From an optimization exercise on the open Yosys and OpenROAD flow, aimed at small area and few clock cycles per item; shortcuts taken in it are not production practice. The RTL was checked by simulation tests, not by an equivalence proof against the original design.

## scan_polar_to_cartesian_wall_filter_top
module scan_polar_to_cartesian_wall_filter_top (
  input  logic                clk,
  input  logic                rst,
  input  logic                sample_valid,
  output logic                sample_ready,
  input  logic [15:0]         sample_range,
  input  logic                sample_scan_start,
  output logic                point_valid,
  input  logic                point_ready,
  output logic signed [16:0]  point_x,
  output logic signed [16:0]  point_y,
  output logic [8:0]          point_angle,
  input  logic                cfg_we,
  input  logic [1:0]          cfg_index,
  input  logic [16:0]         cfg_data
);
  logic        en;
  logic [16:0] bnd;
  logic [15:0] tol;
  logic [1:0]  q;
  logic [6:0]  r;
  logic [15:0] ts_r, tc_r;
  logic [15:0] px, py;
  logic        v;
  logic        accept;
  logic        start;
  logic [1:0]  qn;
  logic [6:0]  rn, sn;
  logic [15:0] ts_n, tc_n;
  logic        r0;
  logic [1:0]  qo;
  logic [7:0]  onex, twox, negx, oney, twoy, negy;
  logic [15:0] mx, my;
  logic        xn, yn, keep;
  logic [18:0] wa, wb, wc, ws, wcv;
  logic [8:0]  abase;
  assign sample_ready = !v || point_ready;
  assign accept = sample_valid && sample_ready;
  assign start = sample_scan_start;
  always_comb begin
    qn = q;
    rn = r;
    if (rst) begin
      qn = 2'd0;
      rn = 7'd0;
    end else if (accept) begin
      if (start) begin
        qn = 2'd0;
        rn = 7'd1;
      end else if (r == 7'd89) begin
  ...
clock: 8.0 ns
lec_check: 0
cap_margin: 20
core_margin: 2
core_utilization: 70
gpl_timing_driven: 0
slew_margin: 20
standard.sh (not shown) runs the stock make flow with config.mk's settings and CLKGATE_MAP_FILE= SYNTH_SCRIPT=/design/flow/synth_recipe.tcl, a recipe that flattens the netlist after the stock synthesis.
==> flow/flow/run.sh <==
#!/bin/bash
# Own flow: the standard flow's layout (standard.sh) with its synthesis changed in three ways:
#  - Yosys's synth skips its quick ABC run (synth -noabc), so the adders are extracted
#    from the logic as written and the full adders of the multipliers keep their
#    polarity;
#  - adders use Yosys's own carry lookahead (Brent-Kung) instead of ORFS's Kogge-Stone
#    extra map;
#  - the final ABC maps the logic for area (flow/abc_area.script) instead of ORFS's
#    delay script.
# The layout then buffers each port with the smallest buffer, buf_1, instead of the
# delay cell buffer_ports picks by itself.
# Everything else in synthesis (passes, flattening, renaming, flip-flop mapping) is
# unchanged, so the registers are the standard synthesis's. Their instance names carry
# Yosys's cell-type suffix, which can differ in enable and reset polarity, so they are
# given the names the standard synthesis (run first) gave them. If the registers do not
# pair one to one, the standard synthesis's netlist is used as it is.
# Each tool's output goes to a log file here.
set -euo pipefail
W=$PWD
F=$W/flow
RES=$W/orfs/results/sky130hd/scan_polar_to_cartesian_wall_filter_top/base

# The standard synthesis, for its register names.
bash "$W/standard.sh" synth > "$W/std_synth.log" 2>&1
cp "$RES/1_2_yosys.v" "$W/std_1_2_yosys.v"
cp -r "$W/orfs" "$W/std_orfs"

# ORFS's synth.tcl with the three changes.
sed -e "s|log_cmd abc {\*}\$abc_args|set abc_args [lreplace \$abc_args 1 1 $F/abc_area.script]; log_cmd abc {*}\$abc_args|" \
  -e "s|synth -top \$::env(DESIGN_NAME) -run fine: {\*}\$synth_full_args|synth -top \$::env(DESIGN_NAME) -run fine: -noabc {*}\$synth_full_args|" \
  -e "s|\"-extra-map \$::env(FLOW_HOME)/platforms/common/lcu_kogge_stone.v\"|\"\"|" \
  "$FLOW_HOME/scripts/synth.tcl" > "$W/orfs_synth_area.tcl"
grep -q "abc_area.script" "$W/orfs_synth_area.tcl"
grep -q "run fine: -noabc" "$W/orfs_synth_area.tcl"
if grep -q "lcu_kogge_stone" "$W/orfs_synth_area.tcl"; then exit 1; fi
# The standard flow's synthesis script, sourcing that copy.
sed "s|source \$::env(SCRIPTS_DIR)/synth.tcl|source $W/orfs_synth_area.tcl|" "$W/synth_recipe.tcl" > "$W/own_synth.tcl"
grep -q "orfs_synth_area.tcl" "$W/own_synth.tcl"
# standard.sh with the synthesis script swapped.
sed "s|$W/synth_recipe.tcl|$W/own_synth.tcl|" "$W/standard.sh" > "$W/own_standard.sh"
grep -q "own_synth.tcl" "$W/own_standard.sh"

rm -rf "$W/orfs"
if bash "$W/own_standard.sh" "$RES/1_2_yosys.v" > "$W/own_synth.log" 2>&1 &&
   python3 "$F/rename_regs.py" "$RES/1_2_yosys.v" "$W/std_1_2_yosys.v" "$W/renamed_1_2_yosys.v" > "$W/rename.log" 2>&1; then
  cp "$W/renamed_1_2_yosys.v" "$RES/1_2_yosys.v"
  bash "$W/own_standard.sh" synth >> "$W/own_synth.log" 2>&1
else
  echo "own synthesis not used" >> "$W/rename.log"
  rm -rf "$W/orfs"
  cp -r "$W/std_orfs" "$W/orfs"
fi
rm -rf "$W/std_orfs"

# The rest of the standard flow's layout from that netlist.
bash "$W/standard.sh" "BUFFER_PORTS_ARGS=-buffer_cell sky130_fd_sc_hd__buf_1" finish > "$W/layout.log" 2>&1
test -f "$W/out/final.def"
Other scripts of this flow, unchanged in this note and not shown: flow/flow/abc_area.script, flow/flow/rename_regs.py
The starting point stopped in global routing.
Testbench counts at the start, summed over its fixed seeds: cycles 23,072, items 23,040.
Change:
--- a/flow/flow/run.sh
+++ b/flow/flow/run.sh
@@ -1,13 +1,9 @@
 #!/bin/bash
-# Own flow: the standard flow's layout (standard.sh) with its synthesis changed in three ways:
+# Own flow: the standard flow's layout (standard.sh) with its synthesis changed in two ways:
 #  - Yosys's synth skips its quick ABC run (synth -noabc), so the adders are extracted
 #    from the logic as written and the full adders of the multipliers keep their
 #    polarity;
-#  - adders use Yosys's own carry lookahead (Brent-Kung) instead of ORFS's Kogge-Stone
-#    extra map;
 #  - the final ABC maps the logic for area (flow/abc_area.script) instead of ORFS's
 #    delay script.
-# The layout then buffers each port with the smallest buffer, buf_1, instead of the
-# delay cell buffer_ports picks by itself.
 # Everything else in synthesis (passes, flattening, renaming, flip-flop mapping) is
 # unchanged, so the registers are the standard synthesis's. Their instance names carry
@@ -26,12 +22,10 @@
 cp -r "$W/orfs" "$W/std_orfs"
 
-# ORFS's synth.tcl with the three changes.
+# ORFS's synth.tcl with the two changes.
 sed -e "s|log_cmd abc {\*}\$abc_args|set abc_args [lreplace \$abc_args 1 1 $F/abc_area.script]; log_cmd abc {*}\$abc_args|" \
   -e "s|synth -top \$::env(DESIGN_NAME) -run fine: {\*}\$synth_full_args|synth -top \$::env(DESIGN_NAME) -run fine: -noabc {*}\$synth_full_args|" \
-  -e "s|\"-extra-map \$::env(FLOW_HOME)/platforms/common/lcu_kogge_stone.v\"|\"\"|" \
   "$FLOW_HOME/scripts/synth.tcl" > "$W/orfs_synth_area.tcl"
 grep -q "abc_area.script" "$W/orfs_synth_area.tcl"
 grep -q "run fine: -noabc" "$W/orfs_synth_area.tcl"
-if grep -q "lcu_kogge_stone" "$W/orfs_synth_area.tcl"; then exit 1; fi
 # The standard flow's synthesis script, sourcing that copy.
 sed "s|source \$::env(SCRIPTS_DIR)/synth.tcl|source $W/orfs_synth_area.tcl|" "$W/synth_recipe.tcl" > "$W/own_synth.tcl"
@@ -54,4 +48,4 @@
 
 # The rest of the standard flow's layout from that netlist.
-bash "$W/standard.sh" "BUFFER_PORTS_ARGS=-buffer_cell sky130_fd_sc_hd__buf_1" finish > "$W/layout.log" 2>&1
+bash "$W/standard.sh" finish > "$W/layout.log" 2>&1
 test -f "$W/out/final.def"
- CORE_UTILIZATION: 70 -> 65
- GPL_TIMING_DRIVEN: 0 -> unset
With this change the flow finished with timing, DRC and antenna clean.
Synthesized area rose by 1.7%.
Synthesized cell count rose by 6.1%.
Change:
--- a/flow/flow/run.sh
+++ b/flow/flow/run.sh
@@ -1,9 +1,13 @@
 #!/bin/bash
-# Own flow: the standard flow's layout (standard.sh) with its synthesis changed in two ways:
+# Own flow: the standard flow's layout (standard.sh) with its synthesis changed in three ways:
 #  - Yosys's synth skips its quick ABC run (synth -noabc), so the adders are extracted
 #    from the logic as written and the full adders of the multipliers keep their
 #    polarity;
+#  - adders use Yosys's own carry lookahead (Brent-Kung) instead of ORFS's Kogge-Stone
+#    extra map;
 #  - the final ABC maps the logic for area (flow/abc_area.script) instead of ORFS's
 #    delay script.
+# The layout then buffers each port with the smallest buffer, buf_1, instead of the
+# delay cell buffer_ports picks by itself.
 # Everything else in synthesis (passes, flattening, renaming, flip-flop mapping) is
 # unchanged, so the registers are the standard synthesis's. Their instance names carry
@@ -22,10 +26,12 @@
 cp -r "$W/orfs" "$W/std_orfs"
 
-# ORFS's synth.tcl with the two changes.
+# ORFS's synth.tcl with the three changes.
 sed -e "s|log_cmd abc {\*}\$abc_args|set abc_args [lreplace \$abc_args 1 1 $F/abc_area.script]; log_cmd abc {*}\$abc_args|" \
   -e "s|synth -top \$::env(DESIGN_NAME) -run fine: {\*}\$synth_full_args|synth -top \$::env(DESIGN_NAME) -run fine: -noabc {*}\$synth_full_args|" \
+  -e "s|\"-extra-map \$::env(FLOW_HOME)/platforms/common/lcu_kogge_stone.v\"|\"\"|" \
   "$FLOW_HOME/scripts/synth.tcl" > "$W/orfs_synth_area.tcl"
 grep -q "abc_area.script" "$W/orfs_synth_area.tcl"
 grep -q "run fine: -noabc" "$W/orfs_synth_area.tcl"
+if grep -q "lcu_kogge_stone" "$W/orfs_synth_area.tcl"; then exit 1; fi
 # The standard flow's synthesis script, sourcing that copy.
 sed "s|source \$::env(SCRIPTS_DIR)/synth.tcl|source $W/orfs_synth_area.tcl|" "$W/synth_recipe.tcl" > "$W/own_synth.tcl"
@@ -48,4 +54,4 @@
 
 # The rest of the standard flow's layout from that netlist.
-bash "$W/standard.sh" finish > "$W/layout.log" 2>&1
+bash "$W/standard.sh" "BUFFER_PORTS_ARGS=-buffer_cell sky130_fd_sc_hd__buf_1" finish > "$W/layout.log" 2>&1
 test -f "$W/out/final.def"
- GPL_TIMING_DRIVEN: unset -> 0
- SETUP_SLACK_MARGIN: unset -> 0.4
=>
- worst setup slack is worse by 0.068 ns
- cell area went down by about 4%
- global-route usage rises by 1.3 points
- clock skew falls by 0.0069 ns
- area after synthesis falls by about 1.7%
Change:
- GPL_TIMING_DRIVEN: 0 -> unset
- SETUP_SLACK_MARGIN: 0.4 -> unset
Outcome:
- The new run passed the timing, DRC and antenna checks
- final area rises by 0.41%
- synthesized area is unchanged
- non-clock buffer count rises by 80
- hold slack hardly moves
- utilization rises by 0.30 points
- global-route usage rises by 0.79 points
- worst setup slack got worse by 0.15 ns
- sequential share of layout area falls by 0.12 points

-- separate check: timing with driven ports --
No port has a modelled driver above. Below, the same layouts with a new extraction and two added sets of constraints. Step 1: set_driving_cell puts a clkbuf_16 on clk and a buf_2 on each other input, an assumption about the parent block. Step 2 adds t to the input delays and takes it off the output delays; t is the mean of the earliest and latest rising clock arrival at the registers after step 1. Input paths then give back, and output paths get back, about the clock's delay inside the block. Three values: ideal ports, drivers, drivers and shift; two values: the first two.
| run | shift t [ns] | slack for setup (ns) | worst setup path after step 2 | latest minus earliest clock arrival (ns) |
|---|---|---|---|---|
| the second run | 0.438 | 0.433 / 0.395 / 0.018 | input to register | 0.025 / 0.025 |
| the third run | 0.417 | 0.365 / 0.353 / -0.064 | input to register | 0.017 / 0.018 |
| the fourth run | 0.405 | 0.211 / 0.160 / -0.245 | input to register | 0.021 / 0.021 |
With both steps, setup timing fails in the third run and the fourth run, where it was met with ideal ports. The setup slack of the fourth run, which loses most, moves by -0.051 ns with the drivers and by -0.456 ns with both steps.
